Context: an optimization exercise on an open-source flow, tuned for small area, a short achievable clock period and few clock cycles per item. The choices shown serve that exercise and are no tape-out recipe.
Only simulation tests tie the RTL to the original design; equivalence was not proved.
No activity file was given, so power comes from the tool's default toggle rates.

==> flow/design.v (outline; a module is shown in full before it is edited, if it fits) <==
// module eots_unit: 64 lines
// module eots_sq: 220 lines
// module eots_mul: 340 lines
// module eased_overlay_transition_sequencer_core: 365 lines
module eased_overlay_transition_sequencer_core (
   input  wire                       clock,
   input  wire                       reset,
   input  wire                       req_tvalid,
   output logic                      req_tready,
   input  wire  [15:0]               req_tdata,    
   input  wire  [6:0]                req_tuser,    
   output logic                      rsp_tvalid,
   input  wire                       rsp_tready,
   output logic [eots_pkg::RSP_W-1:0] rsp_tdata,
   input  wire                       csr_write_enable,
   input  wire  [1:0]                csr_index,
   input  wire  [16:0]               csr_wdata
);
  // ...
==> flow/flow/run.sh <==
#!/bin/bash
# The standard layout, with the port buffers made of the smallest buffer cell.
set -euo pipefail
export BUFFER_PORTS_ARGS="-buffer_cell sky130_fd_sc_hd__buf_1"
bash standard.sh > standard.log 2>&1
==> flow/standard.sh <==
#!/bin/bash
# synth_recipe.tcl (not shown) runs the flow's synth.tcl, then flattens the netlist and writes it again
# the make line also repeats each setting of config.mk as NAME=value (left out here)
make -C /OpenROAD-flow-scripts/flow DESIGN_CONFIG=/design/flow/config.mk WORK_HOME=/design/flow/orfs CLKGATE_MAP_FILE= SYNTH_SCRIPT=/design/flow/synth_recipe.tcl "${@:-finish}"
==> flow/config.mk <==
export PLATFORM = sky130hd
export DESIGN_NAME = eased_overlay_transition_sequencer_core
export DESIGN_NICKNAME = eased_overlay_transition_sequencer_core
export VERILOG_FILES = /design/flow/design.v
export SDC_FILE = /design/flow/constraint.sdc
export NUM_CORES = 4
export LEC_CHECK = 0
export CAP_MARGIN = 20
export CORE_MARGIN = 2
export CORE_UTILIZATION = 60
export CTS_BUF_LIST = sky130_fd_sc_hd__clkbuf_4
export PLACE_DENSITY = 0.75
export SETUP_SLACK_MARGIN = 3.5
export SLEW_MARGIN = 20
==> flow/constraint.sdc <==
create_clock -name core_clock -period 8.0 [get_ports {clock}]
set_input_delay 1.6000 -clock core_clock [delete_from_list [all_inputs] [get_ports {clock}]]
set_output_delay 1.6000 -clock core_clock [all_outputs]
set_load 0.01 [all_outputs]
==> reports/qor.yml, run 1 <==
clock_network:
  cts_buffer_depth: 3
  cts_sinks: 390
  clkSlewWorstSetupHoldPaths_ps: 70
  cts-root-buf: "clkbuf_4"
finish:
  clk_share_pct: 3.843
  multi_input_area_share_pct: 56.02
  seq_cell_count: 390
logic_synthesis:
  synth_area_leaders: "edfxtp_1 (22%), fa_1 (16%), dfxtp_1 (11%)"
  syn_nets: 3588
  synthesis.instances: 3103
  ys_types: 91
  synth_edf_count: 220
  syn-mean-instance-area_um2: 9.620
critical_path:
  reg2reg_to: "pp3_ff[3]$_DFFE_PN_"
  crit_buf_inv: 5
  crit_path_start_kind: "register"
  arrival_ps: 5470
  path_common_cell: "fa_1"
  setup.worst_path.end: "pp3_ff[3]$_DFFE_PN_"
sta:
  period_minus_slack_ps: 4837
drt:
  drcViolationCount: 0
  route.antenna.remaining_nets: 0
global_routing:
  grt_max_degree: 90
  grt_pass1_vias: 24060
outcome:
  status: "no timing/DRC/antenna violations"
power_and_ir_drop:
  p_leak_uw: 0.01474
  max-vdd-ir-drop_uv: 287.9
  p_per_area_mw_per_mm2: 314.7
die:
  dieArea_mm2: 0.05155
  pin_count: 137
worst_hold_path:
  hold_path_depth: 2
placement:
  io_buffer_count: 136
Testbench counts, summed over its fixed seeds: cycles 7,468, items 7,142.
==> run 2: changes to the inputs <==
--- a/flow/config.mk
+++ b/flow/config.mk
@@ -8,7 +8,9 @@
 export CAP_MARGIN = 20
 export CORE_MARGIN = 2
 export CORE_UTILIZATION = 60
-export CTS_BUF_LIST = sky130_fd_sc_hd__clkbuf_4
+export CTS_BUF_LIST = sky130_fd_sc_hd__clkbuf_8
+export CTS_CLUSTER_DIAMETER = 60
+export CTS_CLUSTER_SIZE = 14
 export PLACE_DENSITY = 0.75
-export SETUP_SLACK_MARGIN = 3.5
+export SETUP_SLACK_MARGIN = 2.95
 export SLEW_MARGIN = 20
==> run 2 against run 1 <==
- sequential power barely moved
- die area did not move
- final area fell by 4.9%
- critical path depth fell by 1
- first-iteration DRC count fell by 19%
- non-clock buffer count fell by 47
- sequential cell count did not move
==> reports/qor.yml, run 2 <==
critical_path:
  crit_path_start_kind: "register"  # unchanged
  timing.rr.start: "negf2_ff$_DFFE_PN_"  # unchanged
  arrival_ps: 5340  # was 5470 ps
  endpoint_kind: "register"  # unchanged
  crit_slowest_cell: "fa_1"  # unchanged
  worstPathMaxFanout: 7  # was 8
  rr_worst_depth: 16  # was 17
  crit_type: "register to register"  # unchanged
  rrSetupSlack_ps: 3030  # was 3160 ps
  cpPeakStageDelay_ps: 540  # was 590 ps
  critPathRequiredTime_ps: 8360  # was 8630 ps
  reg2reg_to: "pg3_ff[3]$_DFFE_PN_"  # was pp3_ff[3]$_DFFE_PN_
  path_common_cell: "fa_1"  # unchanged
  worstPathCellList: "clkbuf_16 > buf_12 > buf_12 > xor2_4 > and2_4 > fa_1 > inv_1 > fa_1 > fa_1 > fa_1 > fa_1 > inv_1 > ha_2 > fa_2 > a21o_1 > a21o_1"  # was buf_6 > buf_16 > xor2_4 > buf_12 > and2_4 > fa_1 > inv_2 > fa_1 > fa_1 > inv_1 > fa_1 > fa_1 > ha_1 > a21o_1 > a21oi_2 > xor2_1 > nor2_1
drt:
  drcViolationCount: 0  # unchanged
  drt-total-wl_um: 74090  # was 78,560 µm
  vias: 22750  # was 23,860
  route.antenna.remaining_nets: 0  # unchanged
  firstDrtPassIters: 5  # was 9
  viasPerCell: 5.777  # was 5.798
  wire_per_inst_um: 18.81  # was 19.09 µm
  initialDrtViolationCount: 1495  # was 1,836
sta:
  clock_skew_ps: 25.10  # was 84.34 ps
  finalSetupViolCount: 0  # unchanged
  worstMarginPinSlew_ps: 1069  # was 1034 ps
  period_minus_slack_ps: 4975  # was 4837 ps
  max-slew-margin-rel_pct: 28.72  # was 30.88%
  setup-tns-final_ps: 0  # unchanged
  clock.fmax_mhz: 201.0  # was 206.7 MHz
  min_period_over_period_pct: 62.19  # was 60.46%
  rsz0062_at_grt: "yes"  # unchanged
  drv_slew: 0  # unchanged
  finalHoldViolCount: 0  # unchanged
die:
  die_w_um: 227.1  # unchanged
  fp-row-count: 81  # unchanged
  pin_count: 137  # unchanged
  die_height_um: 227.1  # unchanged
  core-area_mm2: 0.04905  # unchanged
  dieArea_mm2: 0.05155  # unchanged
  start_util_pct: 60.86  # unchanged
global_routing:
  grt_overflow: 0  # unchanged
  grt_usage_pct: 28.49  # was 30.17%
  grt_pass1_vias: 22590  # was 24,060
  grt_max_degree: 84  # was 90
  antenna_found_initial: 3  # was 2
  grt_first_pass_wirelength_um: 116100  # was 122,400 µm
placement:
  dpl.hpwl_um: 54340  # was 53,920 µm
  io_buffer_count: 136  # unchanged
  placed_cells: 3782  # was 3,783
  gp_routability_congestion: 0.9842  # was 0.9084
power_and_ir_drop:
  power_switching_uw: 4325  # was 4659 µW
  p_leak_uw: 0.01405  # was 0.01474 µW
  p_per_area_mw_per_mm2: 303.7  # was 314.7 mW/mm²
  sw_frac_of_total_pct: 43.31  # was 42.81%
  p_int_uw: 5662  # was 6223 µW
  max-vdd-ir-drop_uv: 302.5  # was 287.9 µV
  power_frac_seq_pct: 28.5  # was 26.3%
  p_clk_share_pct: 13.4  # was 16.2%
  pwr-share-comb_pct: 58.1  # was 57.5%
clock_network:
  htreeDepth: 2  # was 3
  cts_tree: "built"  # unchanged
  cts_sinks: 390  # unchanged
  clock_latency_ps: 620  # was 890 ps
  cts_buffer_depth: 3  # unchanged
  cts_buffers: 38  # was 106
  cts-root-buf: "clkbuf_8"  # was clkbuf_4
  clkSlewWorstSetupHoldPaths_ps: 90  # was 70 ps
worst_hold_path:
  hold_path.class: "register to register"  # unchanged
  min_to: "kind3_ff[2]$_DFFE_PN_"  # was u3_ff[1]$_SDFFE_PP1N_
  hold_path_depth: 0  # was 2
  holdCritStartpoint: "kind2_ff[2]$_DFFE_PN_"  # was u2_ff[1]$_SDFFE_PP1N_
logic_synthesis:
  syn_nets: 3588  # unchanged
  yosysMostFrequentCell: "nand2_1"  # unchanged
  synthTopCellsByCount: "nand2_1 (353), inv_1 (296), and2_1 (254)"  # unchanged
  synth_edf_count: 220  # unchanged
  netlist_area_mm2: 0.02985  # unchanged
  ys_types: 91  # unchanged
  ys.flop_type: "edfxtp_1"  # unchanged
  ys_warn_count: 3  # unchanged
  synth_seq_cells: 390  # unchanged
  synth.top_cell.area_share_pct: 22.13  # unchanged
  synth-seq-area-share_pct: 33.53  # unchanged
  synth_area_leaders: "edfxtp_1 (22%), fa_1 (16%), dfxtp_1 (11%)"  # unchanged
  synth-async-reset-ratio_pct: 0  # unchanged
  synth_area_leader_cell: "edfxtp_1"  # unchanged
  synthesis.instances: 3103  # unchanged
  syn-mean-instance-area_um2: 9.620  # unchanged
finish:
  final_cells: 3938  # was 4,116
  largest_reg_flops: 21  # unchanged
  final_common_cell: "nand2_1"  # unchanged
  nets: 3734  # was 3,849
  area_growth_pct: 10.15  # was 15.81%
  drive_gt1_share_pct: 9.110  # was 15.93%
  final_cell_mix: "nand2_1 (349), inv_1 (297), and2_1 (244), fa_1 (231), edfxtp_1 (220)"  # was nand2_1 (343), inv_1 (283), and2_1 (237), fa_1 (221), edfxtp_1 (220)
  top_register: "dl_ff"  # unchanged
  fillers: 3829  # was 3,720
flow_run:
  cap_violations: 0  # unchanged
outcome:
  status: "no timing/DRC/antenna violations"  # unchanged
==> run 2: final cells by class <==
cell class	count	area, µm²	share of cell area, %
sequential	390	10010	30.44
tap	664	830.8	2.527
clock inverter	21	224.0	0.6811
clock buffer	41	564.3	1.716
antenna	3	7.507	0.02283
multi-input combinational	2280	18690	56.84
timing repair buffer	242	1438	4.372
inverter	297	1117	3.398
==> run 2: power by group through the flow <==
| stage | Combinational, µW | Clock, µW | Sequential, µW |
|---|---|---|---|
| floorplan | 4170 | 0 | 2760 |
| global placement | 5190 | 0 | 2860 |
| detailed placement | 5350 | 0 | 2870 |
| CTS | 5470 | 1360 | 2840 |
| global route | 6500 | 1440 | 2880 |
| finish | 5800 | 1330 | 2850 |
==> run 2: repair_timing <==
item	in CTS	in global routing
endpoints found under the setup margin	14	30
pin swaps	1	39
gates resized for setup	32	50
buffers inserted	31	56
cloned	0	4
hold buffers	0	0
==> run 2: per-stage QoR <==
stage	area (µm²)	hold slack [ps]	power, µW	util [%]	setup slack (ps)
after floorplan	29860	400.3	6928	-	2968
after global placement	30820	405.8	8049	62.83	2673
after detailed placement	30820	408.1	8217	62.83	2608
after CTS	32100	435.7	9671	65.44	2925
after global routing	32880	439.7	10820	67.03	2843
final	32880	429.1	9987	67.03	3025
==> run 2: cells by family (layout without fill, tap and decap cells) <==
kind of cell | count (synthesis) | in the layout | synth area share (%)
mux | 57 | 57 | 2.070
flops | 390 | 390 | 33.53
buf+inv | 436 | 601 | 5.587
compound gates | 537 | 537 | 11.56
xor+xnor | 167 | 170 | 4.946
fa+ha+maj | 438 | 438 | 24.24
other cells | 0 | 3 | 0
simple gates | 1078 | 1078 | 18.06
==> run 2: how the worst max path moves through the flow <==
| stage | startpoint | endpoint | slack [ps] | cells past startpoint |
|---|---|---|---|---|
| 2_1_floorplan | negf2_ff$_DFFE_PN_ | pg3_ff[3]$_DFFE_PN_ | 2970 | 17 |
| 3_3_place_gp | negf2_ff$_DFFE_PN_ | pg3_ff[3]$_DFFE_PN_ | 2670 | 15 |
| 3_5_place_dp | negf2_ff$_DFFE_PN_ | pg3_ff[3]$_DFFE_PN_ | 2610 | 13 |
| 4_1_cts | negf2_ff$_DFFE_PN_ | pg3_ff[3]$_DFFE_PN_ | 2930 | 15 |
| 5_1_grt | u_unit.len_q[14]$_DFFE_PP_ | u_unit.rem[9]$_SDFFCE_PP0P_ | 2840 | 19 |
| 6_report | negf2_ff$_DFFE_PN_ | pg3_ff[3]$_DFFE_PN_ | 3030 | 16 |
==> run 2: worst max-delay path, delay by kind of cell (launching register included) <==
family | cells | cell delay (ps)
compound gates | 2 | 330
flops | 1 | 430
xor+xnor | 1 | 160
fa+ha+maj | 7 | 3080
buf+inv | 5 | 530
simple gates | 1 | 180
==> run 2: per-layer routing <==
metal | wire, µm | share of wire, % | global-route usage [%] | vias up
met5 | 0 | 0 | 0 | -
met4 | 2545 | 3.4 | 10.10 | 0
met3 | 3895 | 5.3 | 3.523 | 149
met2 | 37110 | 50 | 50.02 | 697
met1 | 30530 | 41 | 36.37 | 11190
li1 | - | - | - | 10710
==> run 3: changes to the inputs <==
--- a/flow/config.mk
+++ b/flow/config.mk
@@ -12,5 +12,5 @@
 export CTS_CLUSTER_DIAMETER = 60
 export CTS_CLUSTER_SIZE = 14
 export PLACE_DENSITY = 0.75
-export SETUP_SLACK_MARGIN = 2.95
+export SETUP_SLACK_MARGIN = 3.35
 export SLEW_MARGIN = 20
==> run 3 against run 2 <==
- hold slack got worse by 6.7 ps
- clock power rose by 7%
- worst setup slack gained 120 ps
- global-route usage is 0.81 points higher
- sequential share of layout area is 1.0 points lower
- register-to-register slack improved by 120 ps
- critical path type unchanged
- highest routed layer unchanged
==> reports/qor.yml, run 3 <==
logic_synthesis:
  synth_area_leaders: "edfxtp_1 (22%), fa_1 (16%), dfxtp_1 (11%)"  # unchanged
  yosysMostFrequentCell: "nand2_1"  # unchanged
  synth_area_leader_cell: "edfxtp_1"  # unchanged
  synth_seq_cells: 390  # unchanged
  ys_types: 91  # unchanged
  synthTopCellsByCount: "nand2_1 (353), inv_1 (296), and2_1 (254)"  # unchanged
  synth.top_cell.area_share_pct: 22.13  # unchanged
  syn-mean-instance-area_um2: 9.620  # unchanged
  synth_edf_count: 220  # unchanged
  ys_warn_count: 3  # unchanged
  ys.flop_type: "edfxtp_1"  # unchanged
  netlist_area_mm2: 0.02985  # unchanged
  synthesis.instances: 3103  # unchanged
  synth-seq-area-share_pct: 33.53  # unchanged
  syn_nets: 3588  # unchanged
  synth-async-reset-ratio_pct: 0  # unchanged
critical_path:
  reg2reg_to: "pg3_ff[3]$_DFFE_PN_"  # unchanged
  worstPathMaxFanout: 6  # was 7
  crit_path_start_kind: "register"  # unchanged
  arrival_ps: 5270  # was 5340 ps
  timing.rr.start: "negf2_ff$_DFFE_PN_"  # unchanged
  rr_worst_depth: 15  # was 16
  endpoint_kind: "register"  # unchanged
  critPathRequiredTime_ps: 8410  # was 8360 ps
  rrSetupSlack_ps: 3140  # was 3030 ps
  crit_type: "register to register"  # unchanged
placement:
  dpl.hpwl_um: 54060  # was 54,340 µm
  io_buffer_count: 136  # unchanged
  placed_cell_area_mm2: 0.03089  # was 0.03082 mm²
  gp_routability_congestion: 0.9000  # was 0.9842
die:
  die_w_um: 227.1  # unchanged
  fp-row-count: 81  # unchanged
  start_util_pct: 60.86  # unchanged
  die_height_um: 227.1  # unchanged
  core-area_mm2: 0.04905  # unchanged
  pin_count: 137  # unchanged
  dieArea_mm2: 0.05155  # unchanged
clock_network:
  htreeDepth: 2  # unchanged
  cts_buffers: 41  # was 38
  cts_buffer_depth: 3  # unchanged
  cts-root-buf: "clkbuf_8"  # unchanged
  clock_latency_ps: 670  # was 620 ps
  ctsHoldBuffers: 0  # unchanged
  cts_sinks: 390  # unchanged
  cts_tree: "built"  # unchanged
  clkSlewWorstSetupHoldPaths_ps: 100  # was 90 ps
global_routing:
  antenna_found_initial: 0  # was 3
  grt_max_degree: 72  # was 84
  grt_usage_pct: 29.29  # was 28.49%
  grt_pass1_vias: 23440  # was 22,590
  grt_first_pass_wirelength_um: 119500  # was 116,100 µm
  grt_overflow: 0  # unchanged
finish:
  final_common_cell: "nand2_1"  # unchanged
  drive_gt1_share_pct: 13.39  # was 9.110%
  final_cell_mix: "nand2_1 (345), inv_1 (293), and2_1 (235), fa_1 (225), edfxtp_1 (220)"  # was nand2_1 (349), inv_1 (297), and2_1 (244), fa_1 (231), edfxtp_1 (220)
  multi_input_area_mm2: 0.01928  # was 0.01869 mm²
  largest_reg_flops: 21  # unchanged
  nets: 3796  # was 3,734
  final_area_mm2: 0.03400  # was 0.03288 mm²
  area_growth_pct: 13.89  # was 10.15%
  top_register: "dl_ff"  # unchanged
  register_area_mm2: 0.01001  # unchanged
  fillers: 3724  # was 3,829
sta:
  rsz0062_at_grt: "yes"  # unchanged
  finalHoldViolCount: 0  # unchanged
  clock_skew_ps: 36.56  # was 25.10 ps
  finalSetupViolCount: 0  # unchanged
  drv_slew: 0  # unchanged
  period_minus_slack_ps: 4856  # was 4975 ps
  max-slew-margin-rel_pct: 24.81  # was 28.72%
  setup-tns-final_ps: 0  # unchanged
  worstMarginPinSlew_ps: 1128  # was 1069 ps
  min_period_over_period_pct: 60.71  # was 62.19%
  clock.fmax_mhz: 205.9  # was 201.0 MHz
drt:
  firstDrtPassIters: 5  # unchanged
  initialDrtViolationCount: 1703  # was 1,495
  drcViolationCount: 0  # unchanged
  vias: 23130  # was 22,750
  drt-total-wl_um: 76590  # was 74,090 µm
  viasPerCell: 5.778  # was 5.777
  route.antenna.remaining_nets: 0  # unchanged
  wire_per_inst_um: 19.13  # was 18.81 µm
worst_hold_path:
  min_to: "nege3_ff$_DFFE_PN_"  # was kind3_ff[2]$_DFFE_PN_
  hold_path.class: "register to register"  # unchanged
  hold_path_depth: 0  # unchanged
  holdCritStartpoint: "nege2_ff$_DFFE_PN_"  # was kind2_ff[2]$_DFFE_PN_
power_and_ir_drop:
  max-vdd-ir-drop_uv: 426.3  # was 302.5 µV
  p_leak_uw: 0.01442  # was 0.01405 µW
  p_per_area_mw_per_mm2: 316.2  # was 303.7 mW/mm²
flow_run:
  cap_violations: 0  # unchanged
outcome:
  status: "no timing/DRC/antenna violations"  # unchanged
[run 3: worst max-delay path by stage]
| stage | startpoint | end | slack (ps) | cells after the start |
|---|---|---|---|---|
| floorplan | negf2_ff$_DFFE_PN_ | pg3_ff[3]$_DFFE_PN_ | 3190 | 16 |
| global placement | negf2_ff$_DFFE_PN_ | pg3_ff[3]$_DFFE_PN_ | 2340 | 14 |
| detailed placement | negf2_ff$_DFFE_PN_ | pg3_ff[3]$_DFFE_PN_ | 2200 | 14 |
| CTS | negf2_ff$_DFFE_PN_ | pg3_ff[3]$_DFFE_PN_ | 3140 | 15 |
| global route | qx_ff[1]$_SDFFCE_PP0P_ | y2_ff[14]$_DFFE_PN_ | 2990 | 16 |
| finish | negf2_ff$_DFFE_PN_ | pg3_ff[3]$_DFFE_PN_ | 3140 | 15 |
[run 3: metal layers]
layer  vias up  wire length, µm  track usage (%)
met4         0             2783            11.22
li1      10850                -                -
met1     11400            31220            36.96
met3       163             4252            4.388
met5         -                0                0
met2       709            38340            51.01
[run 3: cells by family (layout without fill, tap and decap cells)]
kind of cell    after synthesis  after routing  synth area share (%)
other cells                   0              1                     0
xor+xnor                    167            168                 4.946
fa+ha+maj                   438            438                 24.24
flops                       390            390                 33.53
compound gates              537            538                 11.56
buf+inv                     436            667                 5.587
simple gates               1078           1080                 18.06
mux                          57             57                 2.070
[run 3: layout make-up]
cell class	count	area share, %
tap	664	2.444
antenna	1	0.007360
clock inverter	28	0.8464
clock buffer	42	1.700
multi-input combinational	2281	56.70
inverter	297	3.286
sequential	390	29.44
timing repair buffer	300	5.572
[run 3: critical path, stage by stage, from the launching register on]
cell and delay [ps]:
edfxtp_1 450, buf_6 160, buf_16 150, xor2_4 220, and2_4 200, fa_1 540, inv_2 40, fa_1 480
fa_1 560, fa_1 440, fa_1 490, inv_1 40, ha_2 180, fa_2 350, a21o_1 160, a21o_1 140
[run 3: report_power, final]
group	internal (µW)	leakage, µW	switching (µW)
sequential	2580	0.00356	288
combinational	2830	0.0104	3630
clock	621	0.000479	803
[run 3: metrics by stage]
| step | util, % | hold slack [ps] | setup slack (ps) | total power (µW) | cells |
|---|---|---|---|---|---|
| floorplan | - | 400.3 | 3189 | 6980 | 3103 |
| global placement | 62.97 | 402.8 | 2337 | 8218 | 3783 |
| detailed placement | 62.98 | 410.7 | 2202 | 8409 | 3783 |
| CTS | 67.31 | 424.4 | 3136 | 10310 | 3939 |
| global route | 69.31 | 422.4 | 2986 | 11570 | 4002 |
| finish | 69.31 | 422.3 | 3144 | 10750 | 4003 |
[run 3: what timing repair did]
item / in CTS / in global routing
gates resized for setup: 94 / 105
buffers inserted: 84 / 59
pin swaps: 63 / 77
gates cloned: 2 / 3
endpoints found under the setup margin: 55 / 47
==> run 4: changes to the inputs <==
--- a/flow/config.mk
+++ b/flow/config.mk
@@ -12,5 +12,5 @@
 export CTS_CLUSTER_DIAMETER = 60
 export CTS_CLUSTER_SIZE = 14
 export PLACE_DENSITY = 0.75
-export SETUP_SLACK_MARGIN = 3.35
+export SETUP_SLACK_MARGIN = 3.5
 export SLEW_MARGIN = 20
==> run 4 against run 3 <==
- synthesized cell count unchanged
- non-clock buffer count is 9 higher
- wire length increased by 1.0%
- sequential share of layout area fell by 0.20 points
- count of clock-buffer cells in the layout rose by 1
- global-route usage rose by 0.45 points
- critical path type unchanged
- largest cell class unchanged
==> reports/qor.yml, run 4 <==
outcome:
  status: "no timing/DRC/antenna violations"  # unchanged
logic_synthesis:
  synth-async-reset-ratio_pct: 0  # unchanged
  synth_edf_count: 220  # unchanged
  netlist_area_mm2: 0.02985  # unchanged
  synthTopCellsByCount: "nand2_1 (353), inv_1 (296), and2_1 (254)"  # unchanged
  synth_compound_gate_area_share_pct: 11.56  # unchanged
  synthAdderAreaFrac_pct: 24.24  # unchanged
  synth-simple-area-share_pct: 18.06  # unchanged
  synth_top_family_by_area: "adder cells"  # unchanged
  synth_area_leaders: "edfxtp_1 (22%), fa_1 (16%), dfxtp_1 (11%)"  # unchanged
  synthesis.instances: 3103  # unchanged
  synth_seq_cells: 390  # unchanged
  syn_nets: 3588  # unchanged
  ys_types: 91  # unchanged
  synth_area_leader_cell: "edfxtp_1"  # unchanged
  ys_warn_count: 3  # unchanged
  synth-seq-area-share_pct: 33.53  # unchanged
  synth.top_cell.area_share_pct: 22.13  # unchanged
  synthMuxAreaShare_pct: 2.070  # unchanged
  synth_xor_area_share_pct: 4.946  # unchanged
  ys.flop_type: "edfxtp_1"  # unchanged
  syn-mean-instance-area_um2: 9.620  # unchanged
  yosysMostFrequentCell: "nand2_1"  # unchanged
clock_network:
  cts_buffer_depth: 3  # unchanged
  cts_buffers: 41  # unchanged
  cts-root-buf: "clkbuf_8"  # unchanged
  clock_latency_ps: 650  # was 670 ps
  cts_tree: "built"  # unchanged
  ctsHoldBuffers: 0  # unchanged
  clkSlewWorstSetupHoldPaths_ps: 90  # was 100 ps
  cts_sinks: 390  # unchanged
  htreeDepth: 2  # unchanged
drt:
  wire_per_inst_um: 19.27  # was 19.13 µm
  route.antenna.remaining_nets: 0  # unchanged
  drt-total-wl_um: 77360  # was 76,590 µm
  viasPerCell: 5.833  # was 5.778
  vias: 23410  # was 23,130
  firstDrtPassIters: 5  # unchanged
  drcViolationCount: 0  # unchanged
  initialDrtViolationCount: 1686  # was 1,703
critical_path:
  crit_type: "register to register"  # unchanged
  crit_slowest_cell: "fa_1"  # unchanged
  arrival_ps: 5260  # was 5270 ps
  path_common_cell: "fa_1"  # unchanged
  endpoint_kind: "register"  # unchanged
  worstPathMaxFanout: 7  # was 6
  critPathRequiredTime_ps: 8400  # was 8410 ps
  cpPeakStageDelay_ps: 590  # was 560 ps
  crit_path_start_kind: "register"  # unchanged
  worstPathCellList: "buf_6 > buf_16 > xor2_4 > and2_4 > fa_1 > inv_1 > fa_1 > fa_1 > inv_1 > fa_1 > fa_1 > ha_1 > a21o_1 > a21oi_2 > xor2_1 > nor2_1"  # was buf_6 > buf_16 > xor2_4 > and2_4 > fa_1 > inv_2 > fa_1 > fa_1 > fa_1 > fa_1 > inv_1 > ha_2 > fa_2 > a21o_1 > a21o_1
power_and_ir_drop:
  max-vdd-ir-drop_uv: 269.3  # was 426.3 µV
  p_leak_uw: 0.01449  # was 0.01442 µW
  power_switching_uw: 4648  # was 4724 µW
  power_frac_seq_pct: 27.0  # was 26.6%
  pwr-share-comb_pct: 60.3  # was 60.1%
  sw_frac_of_total_pct: 43.84  # was 43.94%
  p_int_uw: 5955  # was 6026 µW
  p_per_area_mw_per_mm2: 309.8  # was 316.2 mW/mm²
  p_clk_share_pct: 12.8  # was 13.2%
finish:
  final_area_mm2: 0.03423  # was 0.03400 mm²
  final_cell_mix: "nand2_1 (341), inv_1 (294), and2_1 (233), fa_1 (223), edfxtp_1 (220)"  # was nand2_1 (345), inv_1 (293), and2_1 (235), fa_1 (225), edfxtp_1 (220)
  nets: 3803  # was 3,796
  drive_gt1_share_pct: 14.42  # was 13.39%
  antennaDiodeCount: 0  # was 1
  final_cells: 4014  # was 4,003
  largest_reg_flops: 21  # unchanged
  final_common_cell: "nand2_1"  # unchanged
  area_growth_pct: 14.67  # was 13.89%
  top_register: "dl_ff"  # unchanged
  fillers: 3644  # was 3,724
sta:
  max-slew-margin-rel_pct: 36.65  # was 24.81%
  finalHoldViolCount: 0  # unchanged
  finalSetupViolCount: 0  # unchanged
  setup-tns-final_ps: 0  # unchanged
  period_minus_slack_ps: 4862  # was 4856 ps
  clock.fmax_mhz: 205.7  # was 205.9 MHz
  clock_skew_ps: 39.95  # was 36.56 ps
  drv_slew: 0  # unchanged
  rsz0062_at_grt: "yes"  # unchanged
  worstMarginPinSlew_ps: 943.0  # was 1128 ps
  min_period_over_period_pct: 60.77  # was 60.71%
die:
  start_util_pct: 60.86  # unchanged
  pin_count: 137  # unchanged
  die_height_um: 227.1  # unchanged
  die_w_um: 227.1  # unchanged
  fp-row-count: 81  # unchanged
  core-area_mm2: 0.04905  # unchanged
  dieArea_mm2: 0.05155  # unchanged
global_routing:
  grt_overflow: 0  # unchanged
  antenna_found_initial: 0  # unchanged
  grt_pass1_vias: 23440  # about the same
  grt_first_pass_wirelength_um: 121000  # was 119,500 µm
  grt_usage_pct: 29.75  # was 29.29%
  grt_max_degree: 90  # was 72
placement:
  gp_routability_congestion: 0.9084  # was 0.9000
  placed_cells: 3783  # unchanged
  io_buffer_count: 136  # unchanged
  dpl.hpwl_um: 53920  # was 54,060 µm
  placed_cell_area_mm2: 0.03093  # was 0.03089 mm²
worst_hold_path:
  hold_path.class: "register to register"  # unchanged
flow_run:
  cap_violations: 0  # unchanged
## run 4: changes by cell type in the layout (fill, tap and decap cells not counted), sizes merged
cell      delta
diode        -1
clkbuf       +1
clkinv       +1
buf          +9
and3         -1
clkinvlp     +3
xor2         -1
bufinv       -2
inv          +2
## run 4: worst paths after layout
kind	startpoint	to	slack, ps	cells past startpoint
min reg2reg	kind2_ff[0]$_DFFE_PN_	kind3_ff[0]$_DFFE_PN_	420	0
max	negf2_ff$_DFFE_PN_	pp3_ff[3]$_DFFE_PN_	3140	16
max reg2reg	negf2_ff$_DFFE_PN_	pp3_ff[3]$_DFFE_PN_	3140	16
min	kind2_ff[0]$_DFFE_PN_	kind3_ff[0]$_DFFE_PN_	420	0
## run 4: per-stage QoR
step,total power [µW],hold slack (ps),util (%),worst slack (ps)
finish,10600,421.5,69.78,3138
global route,11400,428.3,69.78,2988
CTS,10080,421.2,67.99,3128
detailed placement,8286,405.4,63.05,2361
global placement,8086,400.7,63.05,2546
floorplan,6990,400.3,-,3190
## run 4: kinds of logic (layout without fill, tap and decap cells)
logic type,Yosys count,count (layout)
simple gates,1078,1079
compound gates,537,538
fa+ha+maj,438,438
buf+inv,436,681
flops,390,390
xor+xnor,167,167
mux,57,57
## run 4: repair_timing
item	in CTS	in global routing
resized for setup	117	125
pin swaps	84	105
cloned	4	1
buffers inserted	102	49
endpoints found under the setup margin	53	49
## run 4: area by class of cell
cell class,count,area [µm²],share of cell area [%]
multi-input combinational,2279,19400,56.69
sequential,390,10010,29.24
timing repair buffer,309,2043,5.969
inverter,297,1117,3.264
tap,664,830.8,2.427
clock buffer,43,591.8,1.729
clock inverter,32,232.7,0.6799
## run 4: critical path: cells and delay by family (launching register included)
family          cells  cell delay, ps
flops               1             480
buf+inv             4             450
fa+ha+maj           6            2610
simple gates        2             260
compound gates      2             320
xor+xnor            2             510
## run 4: layer usage
layer / track usage [%] / wire length (µm) / up-vias
met4: 10.58 / 2750 / 0
met2: 51.82 / 38550 / 872
met5: 0 / 0 / -
met1: 38.16 / 31240 / 11490
met3: 3.975 / 4824 / 192
li1: - / - / 10860
## run 4: power by group through the flow
| stage | registers [µW] | logic, µW | clock network, µW |
|---|---|---|---|
| 6_report | 2860 | 6390 | 1350 |
| 2_1_floorplan | 2760 | 4230 | 0 |
| 5_1_grt | 2880 | 7070 | 1450 |
| 3_5_place_dp | 2870 | 5410 | 0 |
| 3_3_place_gp | 2860 | 5230 | 0 |
| 4_1_cts | 2850 | 5850 | 1380 |
==> run 5: changes to the inputs <==
--- a/flow/config.mk
+++ b/flow/config.mk
@@ -12,5 +12,5 @@
 export CTS_CLUSTER_DIAMETER = 60
 export CTS_CLUSTER_SIZE = 14
 export PLACE_DENSITY = 0.75
-export SETUP_SLACK_MARGIN = 3.5
+export SETUP_SLACK_MARGIN = 3.2
 export SLEW_MARGIN = 20
==> run 5 against run 4 <==
- total power fell by 4.9%
- clock skew rose by 21 ps
- synthesized cell count did not move
- still clean
- non-clock buffer count fell by 71
- largest power group unchanged
- critical path depth rose by 1
- die area did not move
- via count fell by 2.6%
- final area fell by 3.6%
==> reports/qor.yml, run 5 <==
logic_synthesis:
  synth.top_cell.area_share_pct: 22.13  # unchanged
  synth_edf_count: 220  # unchanged
  syn-mean-instance-area_um2: 9.620  # unchanged
  ys.flop_type: "edfxtp_1"  # unchanged
  synthTopCellsByCount: "nand2_1 (353), inv_1 (296), and2_1 (254)"  # unchanged
  ys_types: 91  # unchanged
  ys_warn_count: 3  # unchanged
  synth_seq_cells: 390  # unchanged
  synth_area_leaders: "edfxtp_1 (22%), fa_1 (16%), dfxtp_1 (11%)"  # unchanged
  syn_nets: 3588  # unchanged
  synth-seq-area-share_pct: 33.53  # unchanged
  synth-async-reset-ratio_pct: 0  # unchanged
  yosysMostFrequentCell: "nand2_1"  # unchanged
  synth_area_leader_cell: "edfxtp_1"  # unchanged
  synthesis.instances: 3103  # unchanged
  netlist_area_mm2: 0.02985  # unchanged
critical_path:
  crit_type: "register to register"  # unchanged
  worstPathMaxFanout: 8  # was 7
  endpoint_kind: "register"  # unchanged
  crit_path_start_kind: "register"  # unchanged
  critPathRequiredTime_ps: 8390  # was 8400 ps
  arrival_ps: 5260  # about the same
global_routing:
  grt_first_pass_wirelength_um: 115000  # was 121,000 µm
  grt_max_degree: 88  # was 90
  antenna_found_initial: 0  # unchanged
  grt_overflow: 0  # unchanged
  grt_usage_pct: 27.95  # was 29.75%
  grt_pass1_vias: 22920  # was 23,440
finish:
  multi_input_area_mm2: 0.01885  # was 0.01940 mm²
  final_core_util_pct: 67.27  # was 69.78%
  drive_gt1_share_pct: 10.11  # was 14.42%
  final_cell_mix: "nand2_1 (348), inv_1 (298), and2_1 (244), fa_1 (225), edfxtp_1 (220)"  # was nand2_1 (341), inv_1 (294), and2_1 (233), fa_1 (223), edfxtp_1 (220)
  area_growth_pct: 10.54  # was 14.67%
  nets: 3730  # was 3,803
  largest_reg_flops: 21  # unchanged
  top_register: "dl_ff"  # unchanged
  register_area_mm2: 0.01001  # unchanged
  final_common_cell: "nand2_1"  # unchanged
  antennaDiodeCount: 0  # unchanged
  fillers: 3795  # was 3,644
placement:
  dpl.hpwl_um: 52120  # was 53,920 µm
  gp_routability_congestion: 0.9032  # was 0.9084
  place_ws_ps: 2333  # was 2361 ps
  io_buffer_count: 136  # unchanged
power_and_ir_drop:
  power_frac_seq_pct: 28.2  # was 27.0%
  power_switching_uw: 4389  # was 4648 µW
  p_int_uw: 5691  # was 5955 µW
  pwr-share-comb_pct: 58.1  # was 60.3%
  sw_frac_of_total_pct: 43.54  # was 43.84%
  max-vdd-ir-drop_uv: 354.7  # was 269.3 µV
  p_total_uw: 10080  # was 10,600 µW
  p_leak_uw: 0.01404  # was 0.01449 µW
  p_clk_share_pct: 13.7  # was 12.8%
  p_per_area_mw_per_mm2: 305.4  # was 309.8 mW/mm²
drt:
  initialDrtViolationCount: 1754  # was 1,686
  route.antenna.remaining_nets: 0  # unchanged
  drt-total-wl_um: 72100  # was 77,360 µm
  wire_per_inst_um: 18.31  # was 19.27 µm
  viasPerCell: 5.789  # was 5.833
  vias: 22800  # was 23,410
  drcViolationCount: 0  # unchanged
  firstDrtPassIters: 5  # unchanged
clock_network:
  clkSlewWorstSetupHoldPaths_ps: 100  # was 90 ps
  ctsHoldBuffers: 0  # unchanged
  cts_tree: "built"  # unchanged
  cts_buffers: 39  # was 41
  htreeDepth: 2  # unchanged
  cts_buffer_depth: 3  # unchanged
  cts-root-buf: "clkbuf_8"  # unchanged
  clock_latency_ps: 640  # was 650 ps
  cts_sinks: 390  # unchanged
sta:
  rsz0062_at_grt: "yes"  # unchanged
  max-slew-margin-rel_pct: 36.00  # was 36.65%
  finalSetupViolCount: 0  # unchanged
  clock.fmax_mhz: 205.4  # was 205.7 MHz
  clock_skew_ps: 61.41  # was 39.95 ps
  finalHoldViolCount: 0  # unchanged
  worstMarginPinSlew_ps: 957.4  # was 943.0 ps
  setup_ws_ps: 3132  # was 3138 ps
  hold_ws_ps: 421.9  # was 421.5 ps
  min_period_over_period_pct: 60.85  # was 60.77%
  drv_slew: 0  # unchanged
  period_minus_slack_ps: 4868  # was 4862 ps
  setup-tns-final_ps: 0  # unchanged
die:
  start_util_pct: 60.86  # unchanged
  core-area_mm2: 0.04905  # unchanged
  die_height_um: 227.1  # unchanged
  dieArea_mm2: 0.05155  # unchanged
  pin_count: 137  # unchanged
  fp-row-count: 81  # unchanged
  die_w_um: 227.1  # unchanged
outcome:
  status: "no timing/DRC/antenna violations"  # unchanged
flow_run:
  cap_violations: 0  # unchanged
worst_hold_path:
  hold_path.class: "register to register"  # unchanged
-- run 5: cell count changes in the layout (fill, tap and decap cells not counted), moves of 6 or more --
cell	previous run	this run
o21ai_0	83	96
a21oi_1	164	170
nand2_1	341	348
a21oi_2	13	7
and2_4	21	10
o21ai_1	16	9
buf_6	26	5
ha_4	27	10
and2_1	233	244
nor2_1	196	202
buf_4	136	92
ha_1	167	189
-- run 5: layout make-up --
cell class,instances,share of cell area (%)
timing repair buffer,238,4.080
sequential,390,30.33
multi-input combinational,2279,57.14
inverter,297,3.386
clock buffer,43,1.793
tap,664,2.518
clock inverter,27,0.7545
-- run 5: power by group through the flow --
stage	sequential, µW	combinational [µW]	clock, µW
final	2850	5860	1380
after global routing	2880	6550	1480
after CTS	2840	5530	1400
after detailed placement	2870	5320	0
after global placement	2860	5130	0
after floorplan	2760	4180	0
-- run 5: path summary, 6_finish.rpt --
check	start	endpoint	slack, ps	cells after the start
setup / recovery	negf2_ff$_DFFE_PN_	pp3_ff[2]$_DFFE_PN_	3130	17
hold / removal	u_unit.quo[14]$_SDFFCE_PP0P_	qinc_ff[14]$_DFFE_PP_	420	0
setup reg to reg	negf2_ff$_DFFE_PN_	pp3_ff[2]$_DFFE_PN_	3130	17
hold reg to reg	u_unit.quo[14]$_SDFFCE_PP0P_	qinc_ff[14]$_DFFE_PP_	420	0
-- run 5: what timing repair did --
action | in CTS | in global routing
setup buffers | 57 | 25
pin swaps | 26 | 43
setup endpoints to repair | 42 | 36
cloned | 1 | 1
resized for setup | 49 | 73
-- run 5: cell families after synthesis --
group	count (synthesis)	share of synthesized area, %
and+or+nand+nor	1078	18.06
DFF	390	33.53
xor gates and xnor gates	167	4.946
buffers and inverters	436	5.587
adders and majority gates	438	24.24
muxes	57	2.070
AOI/OAI and AO/OA	537	11.56
-- run 5: metal layers --
layer | wire length, µm | GRT usage [%]
met1 | 29270 | 35.71
met2 | 35840 | 48.53
met3 | 4339 | 3.614
met4 | 2646 | 10.79
met5 | 0 | 0
-- run 5: critical path: stages, from the launching register on --
cell and delay, ps:
edfxtp_1 420, buf_6 170, buf_6 140, xor2_4 330, nand2_2 110, fa_1 520, inv_1 60, fa_1 520
inv_1 60, fa_1 500, fa_1 430, fa_1 490, inv_1 60, ha_1 260, a21o_1 190, a21oi_2 150
xor2_1 150, nor2_1 70
-- run 5: per-stage QoR --
stage          instances  area [µm²]
2_1_floorplan       3103       29920
3_3_place_gp        3782       30850
3_5_place_dp        3784       30880
4_1_cts             3912       32520
5_1_grt             3938       33000
6_report            3938       33000
==> run 6: changes to the inputs <==
--- a/flow/config.mk
+++ b/flow/config.mk
@@ -9,8 +9,8 @@
 export CORE_MARGIN = 2
 export CORE_UTILIZATION = 60
 export CTS_BUF_LIST = sky130_fd_sc_hd__clkbuf_8
-export CTS_CLUSTER_DIAMETER = 60
-export CTS_CLUSTER_SIZE = 14
+export CTS_CLUSTER_DIAMETER = 70
+export CTS_CLUSTER_SIZE = 17
 export PLACE_DENSITY = 0.75
 export SETUP_SLACK_MARGIN = 3.2
 export SLEW_MARGIN = 20
==> run 6 against run 5 <==
- still clean on timing, DRC and antenna
- sequential cell count stayed put
- utilization is 0.39 points lower
- area after synthesis stayed put
- critical endpoint is now pp3_ff[3]$_DFFE_PN_
==> reports/qor.yml, run 6 <==
logic_synthesis:
  yosysMostFrequentCell: "nand2_1"  # unchanged
  syn_nets: 3588  # unchanged
  ys_warn_count: 3  # unchanged
  synth-async-reset-ratio_pct: 0  # unchanged
  ys_types: 91  # unchanged
  synth_edf_count: 220  # unchanged
  synthesis.instances: 3103  # unchanged
  synth_area_leaders: "edfxtp_1 (22%), fa_1 (16%), dfxtp_1 (11%)"  # unchanged
  netlist_area_mm2: 0.02985  # unchanged
  synth_area_leader_cell: "edfxtp_1"  # unchanged
  synth.top_cell.area_share_pct: 22.13  # unchanged
  synth_seq_cells: 390  # unchanged
  synth-seq-area-share_pct: 33.53  # unchanged
  syn-mean-instance-area_um2: 9.620  # unchanged
  ys.flop_type: "edfxtp_1"  # unchanged
  synthTopCellsByCount: "nand2_1 (353), inv_1 (296), and2_1 (254)"  # unchanged
critical_path:
  crit_path_start_kind: "register"  # unchanged
  crit_buf_inv: 4  # was 5
  rrSetupSlack_ps: 3140  # was 3130 ps
  timing.rr.start: "negf2_ff$_DFFE_PN_"  # unchanged
  crit_type: "register to register"  # unchanged
  reg2reg_to: "pp3_ff[3]$_DFFE_PN_"  # was pp3_ff[2]$_DFFE_PN_
  rr_worst_depth: 16  # was 17
  path_common_cell: "fa_1"  # unchanged
  worstPathMaxFanout: 8  # unchanged
  arrival_ps: 5310  # was 5260 ps
  endpoint_kind: "register"  # unchanged
  worstPathCellList: "buf_12 > buf_8 > xor2_4 > and2_4 > fa_1 > inv_1 > fa_1 > fa_1 > inv_1 > fa_1 > fa_1 > ha_1 > a21o_1 > a21oi_2 > xor2_1 > nor2_1"  # was buf_6 > buf_6 > xor2_4 > nand2_2 > fa_1 > inv_1 > fa_1 > inv_1 > fa_1 > fa_1 > fa_1 > inv_1 > ha_1 > a21o_1 > a21oi_2 > xor2_1 > nor2_1
  critPathRequiredTime_ps: 8460  # was 8390 ps
  crit_cells: 16  # was 17
  cpPeakStageDelay_ps: 540  # was 520 ps
  cpLargestDelayFamily: "adder cells"  # unchanged
  crit_slowest_cell: "fa_1"  # unchanged
global_routing:
  grt_max_degree: 88  # unchanged
  antenna_found_initial: 0  # unchanged
  grt_pass1_vias: 22630  # was 22,920
  grt_first_pass_wirelength_um: 114200  # was 115,000 µm
  grt_usage_pct: 27.67  # was 27.95%
  grt_overflow: 0  # unchanged
worst_hold_path:
  holdCritStartpoint: "u_unit.quo[14]$_SDFFCE_PP0P_"  # unchanged
  hold_path.class: "register to register"  # unchanged
  hold_path_depth: 0  # unchanged
  min_to: "qinc_ff[14]$_DFFE_PP_"  # unchanged
sta:
  period_minus_slack_ps: 4858  # was 4868 ps
  finalSetupViolCount: 0  # unchanged
  finalHoldViolCount: 0  # unchanged
  min_period_over_period_pct: 60.72  # was 60.85%
  drv_slew: 0  # unchanged
  worstMarginPinSlew_ps: 939.2  # was 957.4 ps
  max-slew-margin-rel_pct: 37.21  # was 36.00%
  clock.fmax_mhz: 205.9  # was 205.4 MHz
  clock_skew_ps: 72.03  # was 61.41 ps
  rsz0062_at_grt: "yes"  # unchanged
  setup-tns-final_ps: 0  # unchanged
power_and_ir_drop:
  max-vdd-ir-drop_uv: 325.8  # was 354.7 µV
  p_per_area_mw_per_mm2: 298.6  # was 305.4 mW/mm²
  p_leak_uw: 0.01392  # was 0.01404 µW
  p_total_uw: 9796  # was 10,080 µW
drt:
  drt-total-wl_um: 71410  # was 72,100 µm
  firstDrtPassIters: 7  # was 5
  route.antenna.remaining_nets: 0  # unchanged
  viasPerCell: 5.796  # was 5.789
  initialDrtViolationCount: 1941  # was 1,754
  vias: 22730  # was 22,800
  wire_per_inst_um: 18.21  # was 18.31 µm
  drcViolationCount: 0  # unchanged
clock_network:
  cts-root-buf: "clkbuf_8"  # unchanged
  clock_latency_ps: 700  # was 640 ps
  htreeDepth: 1  # was 2
  clkSlewWorstSetupHoldPaths_ps: 110  # was 100 ps
  cts_buffers: 30  # was 39
  cts_tree: "built"  # unchanged
  cts_sinks: 390  # unchanged
  cts_buffer_depth: 3  # unchanged
finish:
  final_area_mm2: 0.03281  # was 0.03300 mm²
  top_register: "dl_ff"  # unchanged
  register_area_mm2: 0.01001  # unchanged
  drive_gt1_share_pct: 9.641  # was 10.11%
  final_common_cell: "nand2_1"  # unchanged
  final_cells: 3921  # was 3,938
  final_core_util_pct: 66.88  # was 67.27%
  fillers: 3803  # was 3,795
  multi_input_area_mm2: 0.01887  # was 0.01885 mm²
  largest_reg_flops: 21  # unchanged
  antennaDiodeCount: 0  # unchanged
  area_growth_pct: 9.896  # was 10.54%
  nets: 3720  # was 3,730
  final_cell_mix: "nand2_1 (350), inv_1 (300), and2_1 (244), fa_1 (224), edfxtp_1 (220)"  # was nand2_1 (348), inv_1 (298), and2_1 (244), fa_1 (225), edfxtp_1 (220)
placement:
  io_buffer_count: 136  # unchanged
  placed_cell_area_mm2: 0.03088  # unchanged
  placed_cells: 3784  # unchanged
  gp_routability_congestion: 0.9032  # unchanged
  dpl.hpwl_um: 52120  # unchanged
flow_run:
  cap_violations: 0  # unchanged
die:
  start_util_pct: 60.86  # unchanged
  fp-row-count: 81  # unchanged
  core-area_mm2: 0.04905  # unchanged
  die_height_um: 227.1  # unchanged
  pin_count: 137  # unchanged
  dieArea_mm2: 0.05155  # unchanged
  die_w_um: 227.1  # unchanged
outcome:
  status: "no timing/DRC/antenna violations"  # unchanged
-- run 6: cell types whose count changed in the layout (fill, tap and decap cells not counted), moves of 2 or more --
| cell | before | now |
|---|---|---|
| ha_4 | 10 | 12 |
| bufinv_16 | 3 | 1 |
| nand2_1 | 348 | 350 |
| clkbuf_8 | 43 | 31 |
| buf_4 | 92 | 88 |
| inv_2 | 10 | 8 |
| inv_1 | 298 | 300 |
| nand2_2 | 6 | 4 |
| ha_1 | 189 | 187 |
| inv_6 | 6 | 3 |
-- run 6: power breakdown --
| group | internal, µW | total, µW | switching [µW] |
|---|---|---|---|
| clock | 412 | 1120 | 707 |
| sequential | 2580 | 2840 | 268 |
| combinational | 2490 | 5830 | 3340 |
-- run 6: worst max-delay path by stage --
stage / start / end / slack, ps
2_1_floorplan: negf2_ff$_DFFE_PN_ / pg3_ff[3]$_DFFE_PN_ / 3190
3_3_place_gp: negf2_ff$_DFFE_PN_ / pg3_ff[3]$_DFFE_PN_ / 2410
3_5_place_dp: negf2_ff$_DFFE_PN_ / pg3_ff[3]$_DFFE_PN_ / 2330
4_1_cts: negf2_ff$_DFFE_PN_ / pp3_ff[3]$_DFFE_PN_ / 3090
5_1_grt: negf2_ff$_DFFE_PN_ / pp3_ff[3]$_DFFE_PN_ / 3010
6_report: negf2_ff$_DFFE_PN_ / pp3_ff[3]$_DFFE_PN_ / 3140
-- run 6: layer usage --
layer / global-route usage, % / up-vias / wire length [µm]
met5: 0 / - / 0
met4: 10.29 / 0 / 2616
met3: 2.788 / 182 / 3968
met2: 47.96 / 757 / 35290
met1: 36.12 / 11120 / 29540
li1: - / 10670 / -
-- run 6: area by class of cell --
| class | instances | area share (%) |
|---|---|---|
| well taps | 664 | 2.532 |
| clock buffers | 31 | 1.301 |
| flip-flops and latches | 390 | 30.51 |
| multi-input cells | 2279 | 57.53 |
| inverters | 297 | 3.406 |
| repair buffers | 237 | 4.203 |
| clock inverters | 23 | 0.5149 |
-- run 6: timing repair --
item                       in CTS  in global routing
setup buffers                  54                 27
setup endpoints to repair      41                 35
pin swaps                      24                 58
hold buffers                    0                  0
cloned                          1                  1
gates resized for setup        56                 73
-- run 6: cells by family (layout without fill, tap and decap cells) --
group / Yosys count / in the layout / share of synthesized area [%]
AND/OR/NAND/NOR: 1078 / 1080 / 18.06
AO/OA/AOI/OAI: 537 / 537 / 11.56
adder cells (fa/ha/maj): 438 / 438 / 24.24
buffers and inverters: 436 / 588 / 5.587
flip-flops: 390 / 390 / 33.53
XOR/XNOR: 167 / 167 / 4.946
multiplexers: 57 / 57 / 2.070
-- run 6: worst reg2reg max path, stage by stage (launching register included) --
cell	delay [ps]
edfxtp_1	440
buf_12	190
buf_8	140
xor2_4	210
and2_4	200
fa_1	530
inv_1	50
fa_1	500
fa_1	540
inv_1	60
fa_1	520
fa_1	460
ha_1	310
a21o_1	170
a21oi_2	120
xor2_1	140
nor2_1	50
-- run 6: through the flow --
stage               hold slack, ps  setup slack [ps]
floorplan                    400.3              3193
global placement             404.5              2408
detailed placement           404.5              2333
CTS                          420.4              3089
global route                 436.2              3011
finish                       422.2              3142

afterwards: timing with drivers on the ports:
No port has a modelled driver above. Below, the same layouts with a new extraction and two added sets of constraints.
Step 1, drivers: a clkbuf_16 drives clock and a buf_2 each remaining input, both assumed.
Step 2 times the ports against the registers' clock, not the clock port: input delays grow and output delays shrink by t, the midpoint of the rising clock arrivals with the driver on.
Three values: ideal ports, drivers, drivers and shift; two values: the first two.
run | t (ns) | setup slack, ns | slew at the worst register clock pin (ns) | worst data-port slew with drivers (ns)
run 1 | 0.898 | 3.163 / 3.163 / 3.004 | 0.08 / 0.08 | 0.05
run 2 | 0.664 | 3.025 / 3.025 / 3.025 | 0.10 / 0.10 | 0.10
run 3 | 0.707 | 3.144 / 3.144 / 3.144 | 0.10 / 0.10 | 0.06
run 4 | 0.680 | 3.138 / 3.138 / 3.138 | 0.10 / 0.10 | 0.04
run 5 | 0.667 | 3.132 / 3.132 / 3.132 | 0.10 / 0.10 | 0.04
run 6 | 0.716 | 3.142 / 3.142 / 3.142 | 0.11 / 0.11 | 0.04
After both steps setup and hold are still met in every run listed. For run 1, which loses most, drivers alone change the setup slack by 0.000 ns; drivers and shift together by -0.159 ns.
